Source: an optimization exercise on an open RTL-to-GDS flow (aim: small area, a short achievable clock period and few clock cycles per item). Production flows keep margins and buffers that such runs may drop. No functional check of the RTL was part of any run shown here. Power is estimated from default activity; no workload was simulated.

## flow/design.v (module list and top-level ports; edited modules follow where they fit)
// module fp_mul_round: 72 lines
// module fp_mul_pipe: 144 lines
// module fp_mul_tree: 874 lines
module fp_mul_pipe
#(
  parameter int EXP_W = 8,
  parameter int MAN_W = 23
) (
  input  logic                 clk,
  input  logic                 reset,
  input  logic                 in_valid,
  output logic                 in_ready,
  input  logic [EXP_W+MAN_W:0] a,
  input  logic [EXP_W+MAN_W:0] b,
  output logic                 out_valid,
  input  logic                 out_ready,
  output logic [EXP_W+MAN_W:0] result,
  output logic [fp_pkg::FLAG_W-1:0]    flags
);
  // ...
==> flow/flow/run.sh <==
#!/bin/bash
# The standard layout with two changes after the standard synthesis:
#  - fa_polarity.py complements full adders and xor/xnor cells of the synthesized netlist where
#    that removes inverters between them (same registers, same function);
#  - the port buffers are sky130_fd_sc_hd__buf_2 cells (which the resizer may later size like any
#    buffer) instead of the resizer's default choice.
# Each tool's full output goes to a log file in this folder; ORFS keeps its own logs in orfs/logs.
set -euo pipefail
R=orfs/results/${FLOW_PLATFORM:-sky130hd}/fp_mul_pipe/base
bash standard.sh synth > synth.log 2>&1
cp $R/1_2_yosys.v synth_netlist.v
python3 flow/fa_polarity.py synth_netlist.v $R/1_2_yosys.v "$FLOW_HOME/platforms/${FLOW_PLATFORM:-sky130hd}/lib/sky130_fd_sc_hd__tt_025C_1v80.lib" > polarity.log 2>&1
touch $R/1_2_yosys.v
bash standard.sh "BUFFER_PORTS_ARGS=-buffer_cell sky130_fd_sc_hd__buf_2" finish > layout.log 2>&1
==> flow/flow/fa_polarity.py <==
#!/usr/bin/env python3
"""Inverter clean-up for a mapped sky130hd netlist (Yosys write_verilog output, one module).

Synthesis maps carry-save adders to sky130_fd_sc_hd__fa cells and often leaves an inverter
between one full adder's output and the next one's input. A full adder is self-dual:
FA(~a, ~b, ~c) = (~sum, ~cout). So each full adder may instead be fed the complements of its
inputs and then drives the complements of its outputs; likewise a gate and its complemented
form (xor2/xnor2, and2/nand2, a21o/a21oi, buf/inv, ...) compute each other's complement. This script chooses, by local search, which full adders and
xor/xnor cells to complement so that as few inverters as possible are needed, then rewrites
the netlist: every old inverter is removed and one inverter is added for each signal that is
needed in the polarity its driver does not produce. Registers and every other cell keep their
names, types and function; only nets between combinational cells change.

usage: fa_polarity.py IN.v OUT.v LIBERTY
"""
import re
import sys
from collections import defaultdict

OUT_PINS = {"X", "Y", "Q", "Q_N", "SUM", "COUT", "HI", "LO"}
INV_RE = re.compile(r"sky130_fd_sc_hd__(inv|clkinv)_\d+$")
FA_RE = re.compile(r"sky130_fd_sc_hd__fa_\d+$")
XOR_RE = re.compile(r"sky130_fd_sc_hd__(x?n?or2)_(\d+)$")
# cells whose complement has the same inputs: (true-output cell, complemented cell), output pins
PAIRS = [("xor2", "xnor2"), ("and2", "nand2"), ("or2", "nor2"), ("a21o", "a21oi"),
         ("a22o", "a22oi"), ("o21a", "o21ai"), ("clkbuf", "clkinv"), ("buf", "inv")]
OUT_OF = {"xor2": "X", "xnor2": "Y", "and2": "X", "nand2": "Y", "or2": "X", "nor2": "Y",
          "a21o": "X", "a21oi": "Y", "a22o": "X", "a22oi": "Y", "o21a": "X", "o21ai": "Y",
          "clkbuf": "X", "clkinv": "Y", "buf": "X", "inv": "Y"}
COMP = {}
for x, y in PAIRS:
    COMP[x], COMP[y] = y, x
INV_AREA = 3.7536
LIB = sys.argv[3] if len(sys.argv) > 3 else None
AREA = {}
if LIB:
    for mm in re.finditer(r'cell \("?(sky130_fd_sc_hd__\w+)"?\)\s*\{(.*?)area\s*:\s*([\d.]+)',
                          open(LIB).read(), re.S):
        AREA[mm.group(1)] = float(mm.group(3))



def esc(n):
    """a net name as written back: an escaped identifier ends at white space."""
    return n + " " if n.startswith("\\") else n


src = open(sys.argv[1]).read()
m_end = src.rindex("endmodule")
cell_re = re.compile(r"^(\s*)(sky130_fd_sc_hd__\w+)\s+(\S+)\s*\((.*?)\);\s*$", re.S | re.M)
pin_re = re.compile(r"\.(\w+)\(([^()]*)\)")

cells = []  # dict(type, name, pins: {pin: net}, span)
for m in cell_re.finditer(src):
    pins = {p: n.strip() for p, n in pin_re.findall(m.group(4))}
    cells.append({"type": m.group(2), "name": m.group(3), "pins": pins, "span": m.span()})

# ports: input ports drive, output ports load
ports_in, ports_out = set(), set()
for kind, rng, names in re.findall(r"^\s*(input|output)\s*(\[[^\]]*\])?\s*([^;]+);", src, re.M):
    for nm in names.split(","):
        nm = nm.strip()
        if rng:
            hi, lo = map(int, rng.strip("[]").split(":"))
            bits = [f"{nm}[{i}]" for i in range(min(hi, lo), max(hi, lo) + 1)]
        else:
            bits = [nm]
        (ports_in if kind == "input" else ports_out).update(bits)

driver = {}
loads = defaultdict(list)
for ci, c in enumerate(cells):
    for p, n in c["pins"].items():
        if not n or n.startswith("1'b"):
            continue
        if p in OUT_PINS:
            driver[n] = (ci, p)
        else:
            loads[n].append((ci, p))

# inverters are folded into the polarity bookkeeping, except one that drives an output port
inv_cells = {ci for ci, c in enumerate(cells)
             if INV_RE.match(c["type"]) and c["pins"].get("Y") not in ports_out}


def base(n):
    """(base net, polarity) of net n: n == base ^ polarity, looking through inverters."""
    pol = 0
    seen = 0
    while n in driver and driver[n][0] in inv_cells and seen < 100:
        n = cells[driver[n][0]]["pins"]["A"]
        pol ^= 1
        seen += 1
    return n, pol


# flippable cells: full adders and xor2/xnor2
flip_kind = {}
for ci, c in enumerate(cells):
    if FA_RE.match(c["type"]):
        flip_kind[ci] = "fa"
    else:
        mm = re.match(r"sky130_fd_sc_hd__([a-z0-9]+)_(\d+)$", c["type"])
        if mm and mm.group(1) in COMP and ci not in inv_cells and AREA:
            other = f"sky130_fd_sc_hd__{COMP[mm.group(1)]}_{mm.group(2)}"
            if other in AREA:
                flip_kind[ci] = "xor"

fixed_out = set(ports_out)

# requirements: for every base signal, list of (consumer cell, pin, polarity wanted relative to
# the base net's original value). Consumers are non-inverter cells and output ports.
req = defaultdict(list)   # base -> [(ci or None, pin, q)]
for n, ls in loads.items():
    b, pol = base(n)
    for ci, p in ls:
        if ci in inv_cells:
            continue
        req[b].append((ci, p, pol))
for n in ports_out:
    b, pol = base(n)
    req[b].append((None, n, pol))

# drivers of base signals; an output port's net must be driven as is
drv_cell = {}
for b in req:
    if b in driver and driver[b][0] not in inv_cells:
        drv_cell[b] = driver[b][0]

flip = defaultdict(int)
for b, ci in drv_cell.items():
    if b in fixed_out or any(cc is None for cc, _, _ in req[b]):
        flip_kind.pop(ci, None)


def wanted(ci, p, q):
    """polarity the consumer wants, relative to the base net's original value."""
    if ci is not None and ci in flip_kind and flip_kind[ci] == "fa":
        return q ^ flip[ci]
    return q   # an xor2 is complemented by becoming an xnor2 (or back): inputs unchanged


def produced(b):
    ci = drv_cell.get(b)
    if ci is None or ci not in flip_kind:
        return 0
    return flip[ci]


def other_type(t):
    mm = re.match(r"sky130_fd_sc_hd__([a-z0-9]+)_(\d+)$", t)
    return f"sky130_fd_sc_hd__{COMP[mm.group(1)]}_{mm.group(2)}"


def cost(b):
    d = produced(b)
    c = INV_AREA if any(wanted(ci, p, q) != d for ci, p, q in req[b]) else 0.0
    ci = drv_cell.get(b)
    if ci is not None and flip_kind.get(ci) == "xor" and flip[ci]:
        t = cells[ci]["type"]
        c += AREA.get(other_type(t), 0) - AREA.get(t, 0)
    return c


# signals a flippable cell touches
touch = defaultdict(set)
for b, rs in req.items():
    for ci, p, q in rs:
        if ci is not None and ci in flip_kind:
            touch[ci].add(b)
for b, ci in drv_cell.items():
    if ci in flip_kind:
        touch[ci].add(b)

total = sum(cost(b) for b in req)
start = total
improved = True
rounds = 0
while improved and rounds < 50:
    improved = False
    rounds += 1
    for ci in list(flip_kind):
        bs = touch[ci]
        before = sum(cost(b) for b in bs)
        flip[ci] ^= 1
        after = sum(cost(b) for b in bs)
        if after < before:
            total += after - before
            improved = True
        else:
            flip[ci] ^= 1

# then a few rounds of annealing from the local optimum, keeping the best assignment found
import random
rng = random.Random(1)
best = dict(flip)
best_total = total
fl = list(flip_kind)
temp = INV_AREA
for it in range(400000):
    ci = fl[rng.randrange(len(fl))]
    bs = touch[ci]
    before = sum(cost(b) for b in bs)
    flip[ci] ^= 1
    after = sum(cost(b) for b in bs)
    dlt = after - before
    if dlt <= 0 or rng.random() < pow(2.718, -dlt / temp):
        total += dlt
        if total < best_total:
            best_total = total
            best = dict(flip)
    else:
        flip[ci] ^= 1
    temp = INV_AREA * max(0.05, 1.0 - it / 300000.0)
flip.clear()
flip.update(best)
total = best_total

# rewrite
new_pins = {ci: dict(c["pins"]) for ci, c in enumerate(cells)}
new_type = {ci: c["type"] for ci, c in enumerate(cells)}

added = []
inv_net = {}
decls = []
k = 0
for b, rs in req.items():
    d = produced(b)
    need_inv = any(wanted(ci, p, q) != d for ci, p, q in rs)
    if need_inv:
        nn = f"_polinv_{k}_"
        k += 1
        inv_net[b] = nn
        decls.append(f"  wire {nn};")
        added.append(f"  sky130_fd_sc_hd__inv_1 _polinv_cell_{k}_ (\n    .A({esc(b)}),\n    .Y({nn})\n  );")
    for ci, p, q in rs:
        net = b if wanted(ci, p, q) == d else inv_net[b]
        if ci is None:
            continue
        new_pins[ci][p] = net

keep_inv = set()

# gates that were complemented: swap type (and output pin name)
for ci, k2 in flip_kind.items():
    if k2 == "xor" and flip[ci]:
        t = new_type[ci]
        mm = re.match(r"sky130_fd_sc_hd__([a-z0-9]+)_(\d+)$", t)
        kind = mm.group(1)
        new_type[ci] = other_type(t)
        old_o, new_o = OUT_OF[kind], OUT_OF[COMP[kind]]
        new_pins[ci] = {(new_o if q == old_o else q): n for q, n in new_pins[ci].items()}


out = []
pos = 0
for ci, c in enumerate(cells):
    s, e = c["span"]
    out.append(src[pos:s])
    pos = e
    if ci in inv_cells and ci not in keep_inv:
        continue
    pins = new_pins[ci]
    body = ",\n".join(f"    .{p}({esc(n)})" for p, n in pins.items())
    lead = re.match(r"\s*", src[s:e]).group(0)
    out.append(f"{lead}{new_type[ci]} {c['name']} (\n{body}\n  );")
tail = src[pos:]
ti = tail.rindex("endmodule")
text = "".join(out) + tail[:ti] + "\n".join(decls + added) + "\n" + tail[ti:]
open(sys.argv[2], "w").write(text)
sys.stderr.write(f"fa_polarity: cost {start:.1f} -> {total:.1f} um2; old inverters {len(inv_cells)}, added {k}; complemented {sum(1 for ci in flip_kind if flip[ci])} cells\n")

==> flow/standard.sh <==
#!/bin/bash
# synth_recipe.tcl (not shown) runs the flow's synth.tcl, then flattens the netlist and writes it again
# the make line also repeats each setting of config.mk as NAME=value (left out here)
make -C /OpenROAD-flow-scripts/flow DESIGN_CONFIG=/design/flow/config.mk WORK_HOME=/design/flow/orfs CLKGATE_MAP_FILE= SYNTH_SCRIPT=/design/flow/synth_recipe.tcl "${@:-finish}"
==> flow/config.mk <==
export PLATFORM = sky130hd
export DESIGN_NAME = fp_mul_pipe
export DESIGN_NICKNAME = fp_mul_pipe
export VERILOG_FILES = /design/flow/design.v
export SDC_FILE = /design/flow/constraint.sdc
export NUM_CORES = 4
export LEC_CHECK = 0
export CAP_MARGIN = 20
export CORE_MARGIN = 2
export CORE_UTILIZATION = 40
export CTS_BUF_LIST = sky130_fd_sc_hd__clkbuf_4 sky130_fd_sc_hd__clkbuf_8
export SETUP_SLACK_MARGIN = 4.2
export SLEW_MARGIN = 20
export TNS_END_PERCENT = 0
==> flow/constraint.sdc <==
create_clock -name core_clock -period 7.5 [get_ports {clk}]
set_input_delay 1.5000 -clock core_clock [delete_from_list [all_inputs] [get_ports {clk}]]
set_output_delay 1.5000 -clock core_clock [all_outputs]
set_load 0.01 [all_outputs]
==> results.yml, run 1 <==
run_status:
  status: "complete, no violations"
cells_and_area:
  antenna_cells: 1
  top_regs: "s2_px x38, s2_py x38, result x32"
  design_area_um2: 28210
  final_cell_mix: "264 x edfxtp_1, 256 x a22oi_1, 228 x fa_1"
  clk_share_pct: 3.451
  buf_share_pct: 7.380
  final_common_cell: "edfxtp_1"
  register_area_um2: 8008
routing:
  drc: 0
  ant_nets: 0
  vias_per_cell: 5.813
  wl_per_cell_um: 22.86
min_path:
  min_delay_path_depth: 0
floorplanning:
  num_tap_cells: 782
setup_path:
  cpPeakStageDelay_ns: 0.51
  endpoint: "s2_pz[17]$_DFFE_PP_"
  start_kind: "register"
  path_cells: "buf_4 > a22oi_1 > xnor2_1 > fa_1 > fa_1 > fa_1 > fa_1 > fa_1"
timing:
  hold_viol: 0
  clock.fmax_mhz: 281.4
  min_period_ns: 3.554
  rsz0062_at_grt: "true"
job:
  maxCapViolCount: 0
grt:
  grt_pass1_vias: 18020
  use_met3_pct: 5.323
  grt_max_degree: 82
synth:
  synth_area_um2: 24500
clock_network:
  cts_max_level: 2
  post_cts_buffers: 90
==> module fp_mul_round, before the edit <==
module fp_mul_round (
  input  logic         sign,
  input  logic [7:0]   exp,      
  input  logic [2:0]   ovf_k,    
  input  logic [2:0]   unf_k,    
  input  logic [1:0]   kind,
  input  logic [47:22] prod,     
  input  logic         sticky,   
  output logic [31:0]  result,
  output logic [3:0]   flags
);
  localparam logic [31:0] QNAN = 32'h7FC00000;
  logic        msb, st, guard, carry, ovf, unf, inexact;
  logic [22:0] frac_r;
  logic [7:0]  exp_r;
  logic        rnd_h, rnd_l, carry_h, carry_l;
  logic [23:0] ones;    
  logic [22:0] frac_h, frac_l;
  assign msb     = prod[47];
  assign rnd_h   = prod[23] & (prod[22] | sticky | prod[24]);
  assign rnd_l   = prod[22] & (sticky | prod[23]);
  always_comb begin
    ones[0] = 1'b1;
    for (int j = 0; j < 23; j++) ones[j+1] = ones[j] & prod[24+j];
  end
  always_comb begin
    for (int j = 0; j < 23; j++) begin
      frac_h[j] = prod[24+j] ^ (rnd_h & ones[j]);
      frac_l[j] = prod[23+j] ^ (rnd_l & (j == 0 ? 1'b1 : prod[23] & ones[j-1]));
    end
  end
  assign carry_h = rnd_h & ones[23];
  assign carry_l = rnd_l & prod[23] & ones[22];
  assign carry   = msb ? carry_h : carry_l;
  assign guard   = msb ? prod[23] : prod[22];
  assign st      = sticky | (msb & prod[22]);
  assign frac_r  = msb ? frac_h : frac_l;
  assign inexact = guard | st;
  always_comb begin
    case ({msb, carry})
      2'b00:        begin exp_r = exp;         ovf = ovf_k[0]; unf = unf_k[0]; end
      2'b01, 2'b10: begin exp_r = exp + 8'd1;  ovf = ovf_k[1]; unf = unf_k[1]; end
      default:      begin exp_r = exp + 8'd2;  ovf = ovf_k[2]; unf = unf_k[2]; end
    endcase
  end
  always_comb begin
    result = '0;
    flags  = '0;
    case (kind)
      KIND_NAN: begin
        result              = QNAN;
        flags[FLAG_INVALID] = 1'b1;
      end
      KIND_INF:  result = {sign, 8'hFF, 23'd0};
      KIND_ZERO: result = {sign, 31'd0};
      default: begin
        if (ovf) begin
          result               = {sign, 8'hFF, 23'd0};
          flags[FLAG_OVERFLOW] = 1'b1;
          flags[FLAG_INEXACT]  = 1'b1;
        end else if (unf) begin
          result                = {sign, 31'd0};
          flags[FLAG_UNDERFLOW] = 1'b1;
          flags[FLAG_INEXACT]   = 1'b1;
        end else begin
          result              = {sign, exp_r[7:0], frac_r};
          flags[FLAG_INEXACT] = inexact;
        end
      end
    endcase
  end
endmodule
==> module fp_mul_pipe, before the edit <==
module fp_mul_pipe
#(
  parameter int EXP_W = 8,
  parameter int MAN_W = 23
) (
  input  logic                 clk,
  input  logic                 reset,
  input  logic                 in_valid,
  output logic                 in_ready,
  input  logic [EXP_W+MAN_W:0] a,
  input  logic [EXP_W+MAN_W:0] b,
  output logic                 out_valid,
  input  logic                 out_ready,
  output logic [EXP_W+MAN_W:0] result,
  output logic [fp_pkg::FLAG_W-1:0]    flags
);
  logic en;
  assign en       = out_ready || !out_valid;
  assign in_ready = en;
  logic [7:0]  ea, eb;
  logic [22:0] fa, fb;
  logic [1:0]  ka, kb, kab;
  assign ea = a[30:23];
  assign eb = b[30:23];
  assign fa = a[22:0];
  assign fb = b[22:0];
  function automatic logic [1:0] classify(input logic exp_ones, input logic exp_zero, input logic frac_nz);
    if (exp_ones)      classify = frac_nz ? KIND_NAN : KIND_INF;
    else if (exp_zero) classify = KIND_ZERO;
    else               classify = KIND_NORM;
  endfunction
  function automatic logic [1:0] combine_kind(input logic [1:0] x, input logic [1:0] y);
    if (x == KIND_NAN || y == KIND_NAN)                                             combine_kind = KIND_NAN;
    else if ((x == KIND_INF && y == KIND_ZERO) || (x == KIND_ZERO && y == KIND_INF)) combine_kind = KIND_NAN;
    else if (x == KIND_INF || y == KIND_INF)                                        combine_kind = KIND_INF;
    else if (x == KIND_ZERO || y == KIND_ZERO)                                      combine_kind = KIND_ZERO;
    else                                                                            combine_kind = KIND_NORM;
  endfunction
  assign ka  = classify(&ea, ~|ea, |fa);
  assign kb  = classify(&eb, ~|eb, |fb);
  assign kab = combine_kind(ka, kb);
  logic [24:0] bx;
  logic [11:0] b_one, b_two, b_neg;
  assign bx = {1'b1, fb, 1'b0};
  always_comb begin
    for (int i = 0; i < 12; i++) begin
      b_one[i] = bx[2*i+1] ^ bx[2*i];
      b_two[i] = (bx[2*i+2] & ~bx[2*i+1] & ~bx[2*i]) | (~bx[2*i+2] & bx[2*i+1] & bx[2*i]);
      b_neg[i] = bx[2*i+2];
    end
  end
  logic        s1_valid, s1_sign;
  logic [9:0]  s1_exp;
  logic [1:0]  s1_kind;
  logic [22:0] s1_fa;
  logic [11:0] s1_one, s1_two, s1_neg;
  logic        s2_valid, s2_sign;
  logic [9:0]  s2_exp;
  logic [1:0]  s2_kind;
  localparam int LOW = 10;    
  logic [47:LOW] s2_px, s2_py, s2_pz;
  logic        s2_lz;
  logic        s3_valid, s3_sign;
  logic [7:0]  s3_exp;
  logic [2:0]  s3_ovf, s3_unf;    
  logic [1:0]  s3_kind;
  logic [47:22] s3_prod;
  logic        s3_sticky;
  logic [47:LOW] px, py, pz, prod;
  logic [2:0]  ovf_k, unf_k;
  logic        low_z;
  logic [31:0] rnd_result;
  logic [3:0]  rnd_flags;
  always_ff @(posedge clk) begin
    if (reset) begin
      s1_valid  <= 1'b0;
      s2_valid  <= 1'b0;
      s3_valid  <= 1'b0;
      out_valid <= 1'b0;
    end else if (en) begin
      s1_valid  <= in_valid;
      s2_valid  <= s1_valid;
      s3_valid  <= s2_valid;
      out_valid <= s3_valid;
    end
  end
  always_ff @(posedge clk) begin
    if (en) begin
      s1_sign <= a[31] ^ b[31];
      s1_exp  <= {2'b00, ea} + {2'b00, eb} - 10'd127;
      s1_kind <= kab;
      s1_fa   <= fa;
      s1_one  <= b_one;
      s1_two  <= b_two;
      s1_neg  <= b_neg;
      s2_sign <= s1_sign;
      s2_exp  <= s1_exp;
      s2_kind <= s1_kind;
      s2_px   <= px;
      s2_py   <= py;
      s2_pz   <= pz;
      s2_lz   <= low_z;
      s3_sign   <= s2_sign;
      s3_exp    <= s2_exp[7:0];
      s3_ovf    <= ovf_k;
      s3_unf    <= unf_k;
      s3_kind   <= s2_kind;
      s3_prod   <= prod[47:22];
      s3_sticky <= !(s2_lz && prod[21:LOW] == '0);
      result  <= rnd_result;
      flags   <= rnd_flags;
    end
  end
  fp_mul_tree u_tree (
    .fa    (s1_fa),
    .one   (s1_one),
    .two   (s1_two),
    .neg   (s1_neg),
    .px    (px),
    .py    (py),
    .pz    (pz),
    .low_z (low_z)
  );
  always_comb begin
    for (int k = 0; k < 3; k++) begin
      logic [9:0] e;
      e = s2_exp + 10'(k);
      ovf_k[k] = !e[9] && (e[8:0] >= 9'd255);
      unf_k[k] = e[9] || (e == '0);
    end
  end
  assign prod = s2_px + s2_py + s2_pz;
  fp_mul_round u_round (
    .sign   (s3_sign),
    .exp    (s3_exp),
    .ovf_k  (s3_ovf),
    .unf_k  (s3_unf),
    .kind   (s3_kind),
    .prod   (s3_prod),
    .sticky (s3_sticky),
    .result (rnd_result),
    .flags  (rnd_flags)
  );
endmodule
==> run 2, diff against run 1 <==
--- a/flow/design.v
+++ b/flow/design.v
@@ -26,27 +26,18 @@
   logic [22:0] frac_r;
   logic [7:0]  exp_r;
   logic        rnd_h, rnd_l, carry_h, carry_l;
-  logic [23:0] ones;    
-  logic [22:0] frac_h, frac_l;
+  logic [22:0] inc_h, inc_l;
   assign msb     = prod[47];
   assign rnd_h   = prod[23] & (prod[22] | sticky | prod[24]);
   assign rnd_l   = prod[22] & (sticky | prod[23]);
-  always_comb begin
-    ones[0] = 1'b1;
-    for (int j = 0; j < 23; j++) ones[j+1] = ones[j] & prod[24+j];
-  end
-  always_comb begin
-    for (int j = 0; j < 23; j++) begin
-      frac_h[j] = prod[24+j] ^ (rnd_h & ones[j]);
-      frac_l[j] = prod[23+j] ^ (rnd_l & (j == 0 ? 1'b1 : prod[23] & ones[j-1]));
-    end
-  end
-  assign carry_h = rnd_h & ones[23];
-  assign carry_l = rnd_l & prod[23] & ones[22];
+  assign inc_h   = prod[46:24] + 23'd1;
+  assign inc_l   = prod[45:23] + 23'd1;
+  assign carry_h = rnd_h & (&prod[46:24]);
+  assign carry_l = rnd_l & (&prod[45:23]);
   assign carry   = msb ? carry_h : carry_l;
   assign guard   = msb ? prod[23] : prod[22];
   assign st      = sticky | (msb & prod[22]);
-  assign frac_r  = msb ? frac_h : frac_l;
+  assign frac_r  = msb ? (rnd_h ? inc_h : prod[46:24]) : (rnd_l ? inc_l : prod[45:23]);
   assign inexact = guard | st;
   always_comb begin
     case ({msb, carry})
@@ -99,8 +90,11 @@
   output logic [EXP_W+MAN_W:0] result,
   output logic [fp_pkg::FLAG_W-1:0]    flags
 );
-  logic en;
-  assign en       = out_ready || !out_valid;
+  logic en, take, sk_valid;
+  logic [31:0] sk_result;
+  logic [3:0]  sk_flags;
+  assign en       = !sk_valid;                  
+  assign take     = out_ready || !out_valid;    
   assign in_ready = en;
   logic [7:0]  ea, eb;
   logic [22:0] fa, fb;
@@ -121,6 +115,8 @@
     else if (x == KIND_ZERO || y == KIND_ZERO)                                      combine_kind = KIND_ZERO;
     else                                                                            combine_kind = KIND_NORM;
   endfunction
+  logic [9:0]  esum;
+  assign esum = {1'b0, ea, 1'b1} + {1'b0, eb, 1'b1};
   assign ka  = classify(&ea, ~|ea, |fa);
   assign kb  = classify(&eb, ~|eb, |fb);
   assign kab = combine_kind(ka, kb);
@@ -135,12 +131,12 @@
     end
   end
   logic        s1_valid, s1_sign;
-  logic [9:0]  s1_exp;
+  logic [8:0]  s1_exp;           
   logic [1:0]  s1_kind;
   logic [22:0] s1_fa;
   logic [11:0] s1_one, s1_two, s1_neg;
   logic        s2_valid, s2_sign;
-  logic [9:0]  s2_exp;
+  logic [8:0]  s2_exp;
   logic [1:0]  s2_kind;
   localparam int LOW = 10;    
   logic [47:LOW] s2_px, s2_py, s2_pz;
@@ -162,17 +158,31 @@
       s2_valid  <= 1'b0;
       s3_valid  <= 1'b0;
       out_valid <= 1'b0;
-    end else if (en) begin
-      s1_valid  <= in_valid;
-      s2_valid  <= s1_valid;
-      s3_valid  <= s2_valid;
-      out_valid <= s3_valid;
+      sk_valid  <= 1'b0;
+    end else begin
+      if (en) begin
+        s1_valid <= in_valid;
+        s2_valid <= s1_valid;
+        s3_valid <= s2_valid;
+      end
+      if (take) out_valid <= sk_valid || s3_valid;
+      sk_valid <= sk_valid ? !take : (s3_valid && !take);
+    end
+  end
+  always_ff @(posedge clk) begin
+    if (take) begin
+      result <= sk_valid ? sk_result : rnd_result;
+      flags  <= sk_valid ? sk_flags  : rnd_flags;
+    end
+    if (en) begin
+      sk_result <= rnd_result;
+      sk_flags  <= rnd_flags;
     end
   end
   always_ff @(posedge clk) begin
     if (en) begin
       s1_sign <= a[31] ^ b[31];
-      s1_exp  <= {2'b00, ea} + {2'b00, eb} - 10'd127;
+      s1_exp  <= esum[9:1];
       s1_kind <= kab;
       s1_fa   <= fa;
       s1_one  <= b_one;
@@ -186,14 +196,12 @@
       s2_pz   <= pz;
       s2_lz   <= low_z;
       s3_sign   <= s2_sign;
-      s3_exp    <= s2_exp[7:0];
+      s3_exp    <= s2_exp[7:0] ^ 8'h80;    
       s3_ovf    <= ovf_k;
       s3_unf    <= unf_k;
       s3_kind   <= s2_kind;
       s3_prod   <= prod[47:22];
       s3_sticky <= !(s2_lz && prod[21:LOW] == '0);
-      result  <= rnd_result;
-      flags   <= rnd_flags;
     end
   end
   fp_mul_tree u_tree (
@@ -209,12 +217,15 @@
   always_comb begin
     for (int k = 0; k < 3; k++) begin
       logic [9:0] e;
-      e = s2_exp + 10'(k);
-      ovf_k[k] = !e[9] && (e[8:0] >= 9'd255);
-      unf_k[k] = e[9] || (e == '0);
+      e = {1'b0, s2_exp} + 10'(k);        
+      ovf_k[k] = e >= 10'd383;
+      unf_k[k] = e <= 10'd128;
     end
   end
-  assign prod = s2_px + s2_py + s2_pz;
+  logic [47:LOW] cx, cy;
+  assign cx   = s2_px ^ s2_py ^ s2_pz;
+  assign cy   = (s2_px & s2_py) | (s2_px & s2_pz) | (s2_py & s2_pz);
+  assign prod = cx + {cy[46:LOW], 1'b0};
   fp_mul_round u_round (
     .sign   (s3_sign),
     .exp    (s3_exp),
--- a/flow/config.mk
+++ b/flow/config.mk
@@ -8,7 +8,6 @@
 export CAP_MARGIN = 20
 export CORE_MARGIN = 2
 export CORE_UTILIZATION = 40
-export CTS_BUF_LIST = sky130_fd_sc_hd__clkbuf_4 sky130_fd_sc_hd__clkbuf_8
-export SETUP_SLACK_MARGIN = 4.2
+export SETUP_SLACK_MARGIN = 4.5
 export SLEW_MARGIN = 20
 export TNS_END_PERCENT = 0
==> run 2 against run 1 <==
  * Still clean
  * Die area increased by 2.3%
  * Clock-buffer cell count decreased by 13
  * Non-clock buffer count decreased by 2
  * Cell area increased by 3.9%
  * Via count increased by 4.0%
  * Hold slack improved by 0.0057 ns
  * Worst setup slack improved by 0.051 ns
  * Clock power increased by 29%
  * Fmax increased by 1.4%
  * Sequential cell count increased by 35
  * Critical path type unchanged
  * Highest routed layer unchanged
==> results.yml, run 2 <==
setup_path:
  endpoint: "s2_pz[19]$_DFFE_PN_"
  reg2regPathDepth: 8
  r2r_end: "s2_pz[19]$_DFFE_PN_"
  r2r_setup_slack_ns: 4.00
  end_kind: "register"
  crit_start: "s1_fa[22]$_DFFE_PN_"
  worstPathArrival_ns: 3.80
  crit_fanout: 25
  path_class: "register to register"
  start_kind: "register"
  required_ns: 7.79
  r2r-start: "s1_fa[22]$_DFFE_PN_"
timing:
  rsz0062_at_grt: "true"
  worst_clock_skew_ns: 0.01919
  finalCritPeriodShare_pct: 46.71
  hold_viol: 0
  setup-tns-final_ns: 0
  setup_viol: 0
  tightestPinTransition_ns: 0.9010
  slew_violations: 0
  hold_ws_ns: 0.4199
  relSlewSlack_pct: 39.93
  clock.fmax_mhz: 285.5
  min_period_ns: 3.503
grt:
  grt_util_all_layers_pct: 22.92
  grtUsageMet2_pct: 35.84
  grt_overflow: 0
  use_met3_pct: 6.695
  top_usage_layer: "met2"
  grt_max_degree: 74
  grt_pass1_wl_mm: 113.1
  antenna_found_initial: 0
  grt.met1_usage_pct: 29.84
  grt_pass1_vias: 18970
floorplanning:
  ios: 106
  die_w_um: 254.4
  coreArea_um2: 61830
  dieHeight_um: 254.4
  die-area_um2: 64710
  initial_utilization_pct: 40.56
  rows: 91
routing:
  drtPass1Iterations: 6
  wl_per_cell_um: 23.17
  vias_per_cell: 5.845
  vias: 18640
  wl_mm: 73.89
  ant_nets: 0
  drt_iter0_drc: 2279
  drc: 0
cells_and_area:
  final_util_pct: 47.42
  multi_input_area_um2: 15880
  register_area_um2: 8688
  final_cell_mix: "262 x edfxtp_1, 255 x a22oi_1, 233 x xnor2_1"
  drive_above_1_share_pct: 18.45
  fill_cells: 5533
  fin_nets: 2770
  syn_to_final_growth_pct: 16.92
  top_regs: "s2_px x38, s2_py x38"
  antenna_cells: 0
  final_common_cell: "edfxtp_1"
place:
  dp_hpwl_mm: 47.99
  globalplace.congestion: 0.9476
  io_buffers: 105
synth:
  yosys_warnings: 2
  synthCells: 2188
  syn-num-nets: 2635
  syn_avg_cell_area_um2: 11.46
  synth_area_um2: 25080
clock_network:
  clock_sinks: 303
  cts_tree: "done"
  numCtsBuffers: 38
  clockBufferDepth: 3
  cts_max_level: 2
  root_buffer: "clkbuf_16"
  clk_pin_slew_ns: 0.06
  clock_latency_ns: 0.56
run_status:
  status: "complete, no violations"
power_and_ir_drop:
  max-vdd-ir-drop_uv: 235.1
  powerDensity_nw_per_um2: 449.7
  p_leak_nw: 11.30
min_path:
  hold_path_class: "register to register"
  min_delay_path_depth: 0
job:
  maxCapViolCount: 0
-- run 2: timing repair --
item	in CTS	in global routing
cloned	1	2
gates resized for setup	52	28
buffers inserted	93	10
hold buffers	0	0
setup endpoints to repair	187	184
pin swaps	26	15
-- run 2: metal layers --
| layer | wire length (um) | vias to the layer above |
|---|---|---|
| met5 | 0 | - |
| met2 | 32860 | 1095 |
| li1 | - | 8135 |
| met4 | 3103 | 0 |
| met1 | 29760 | 9171 |
| met3 | 8163 | 240 |
-- run 2: stage by stage --
stage	power (mW)	setup WS [ns]	cell area, um2	instances
CTS	12.98	4.044	29110	3177
detailed placement	10.62	3.289	26650	3014
global placement	10.40	3.332	26580	3010
finish	13.18	3.997	29320	3189
global route	14.24	3.940	29320	3189
floorplan	8.647	4.286	25680	2188
-- run 2: report_power, final --
| group | switching [mW] | internal (mW) |
|---|---|---|
| Sequential | 0.344 | 2.94 |
| Clock | 0.761 | 1.04 |
| Combinational | 4.51 | 3.60 |
| Total | 5.61 | 7.57 |
-- run 2: critical path, stage by stage (launching register included) --
cell	delay, ns
edfxtp_1	0.32
buf_4	0.35
a21oi_2	0.11
xnor2_1	0.29
fa_1	0.49
fa_2	0.37
fa_2	0.35
fa_1	0.52
fa_1	0.42
-- run 2: worst min path at each step --
| stage | start | endpoint | slack (ns) |
|---|---|---|---|
| after CTS | s2_kind[1]$_DFFE_PN_ | s3_kind[1]$_DFFE_PN_ | 0.42 |
| after detailed placement | s2_kind[1]$_DFFE_PN_ | s3_kind[1]$_DFFE_PN_ | 0.40 |
| after global routing | s2_kind[1]$_DFFE_PN_ | s3_kind[1]$_DFFE_PN_ | 0.43 |
| after floorplan | s1_exp[0]$_DFFE_PN_ | s2_exp[0]$_DFFE_PN_ | 0.40 |
| final | s1_exp[2]$_DFFE_PN_ | s2_exp[2]$_DFFE_PN_ | 0.42 |
| after global placement | s1_exp[2]$_DFFE_PN_ | s2_exp[2]$_DFFE_PN_ | 0.41 |
-- run 2: area by class of cell --
type | count | share of cell area (%)
multi-input combinational | 1626 | 54.15
clock inverter | 23 | 0.7212
tap | 837 | 3.572
clock buffer | 46 | 3.525
inverter | 96 | 1.378
sequential | 303 | 29.63
timing repair buffer | 258 | 7.020

## separate check: timing with driven ports
Ports are ideal in the flow. The routed layouts listed here were re-timed in OpenROAD.
Step 1 sets driving cells, clkbuf_16 on the clock port and buf_2 on the other inputs (assumed; they add their load-dependent delay and slew).
Step 2 also shifts input and output timing later by t, the mid clock arrival at the registers, as if the neighbouring blocks saw the same clock.
Slacks: ideal / step 1 / step 2; pairs: ideal / step 1.
| run | shift t [ns] | slack for setup (ns) | worst slew at a driven data input, ns | cell pins on the clock port's net |
|---|---|---|---|---|
| run 1 | 0.686 | 3.946 / 3.946 / 3.873 | 0.07 | 1 |
| run 2 | 0.617 | 3.997 / 3.997 / 3.976 | 0.04 | 1 |
After both steps every run listed still meets setup and hold. The setup slack of run 1, which loses most, moves by 0.000 ns with the drivers and by -0.073 ns with both steps.
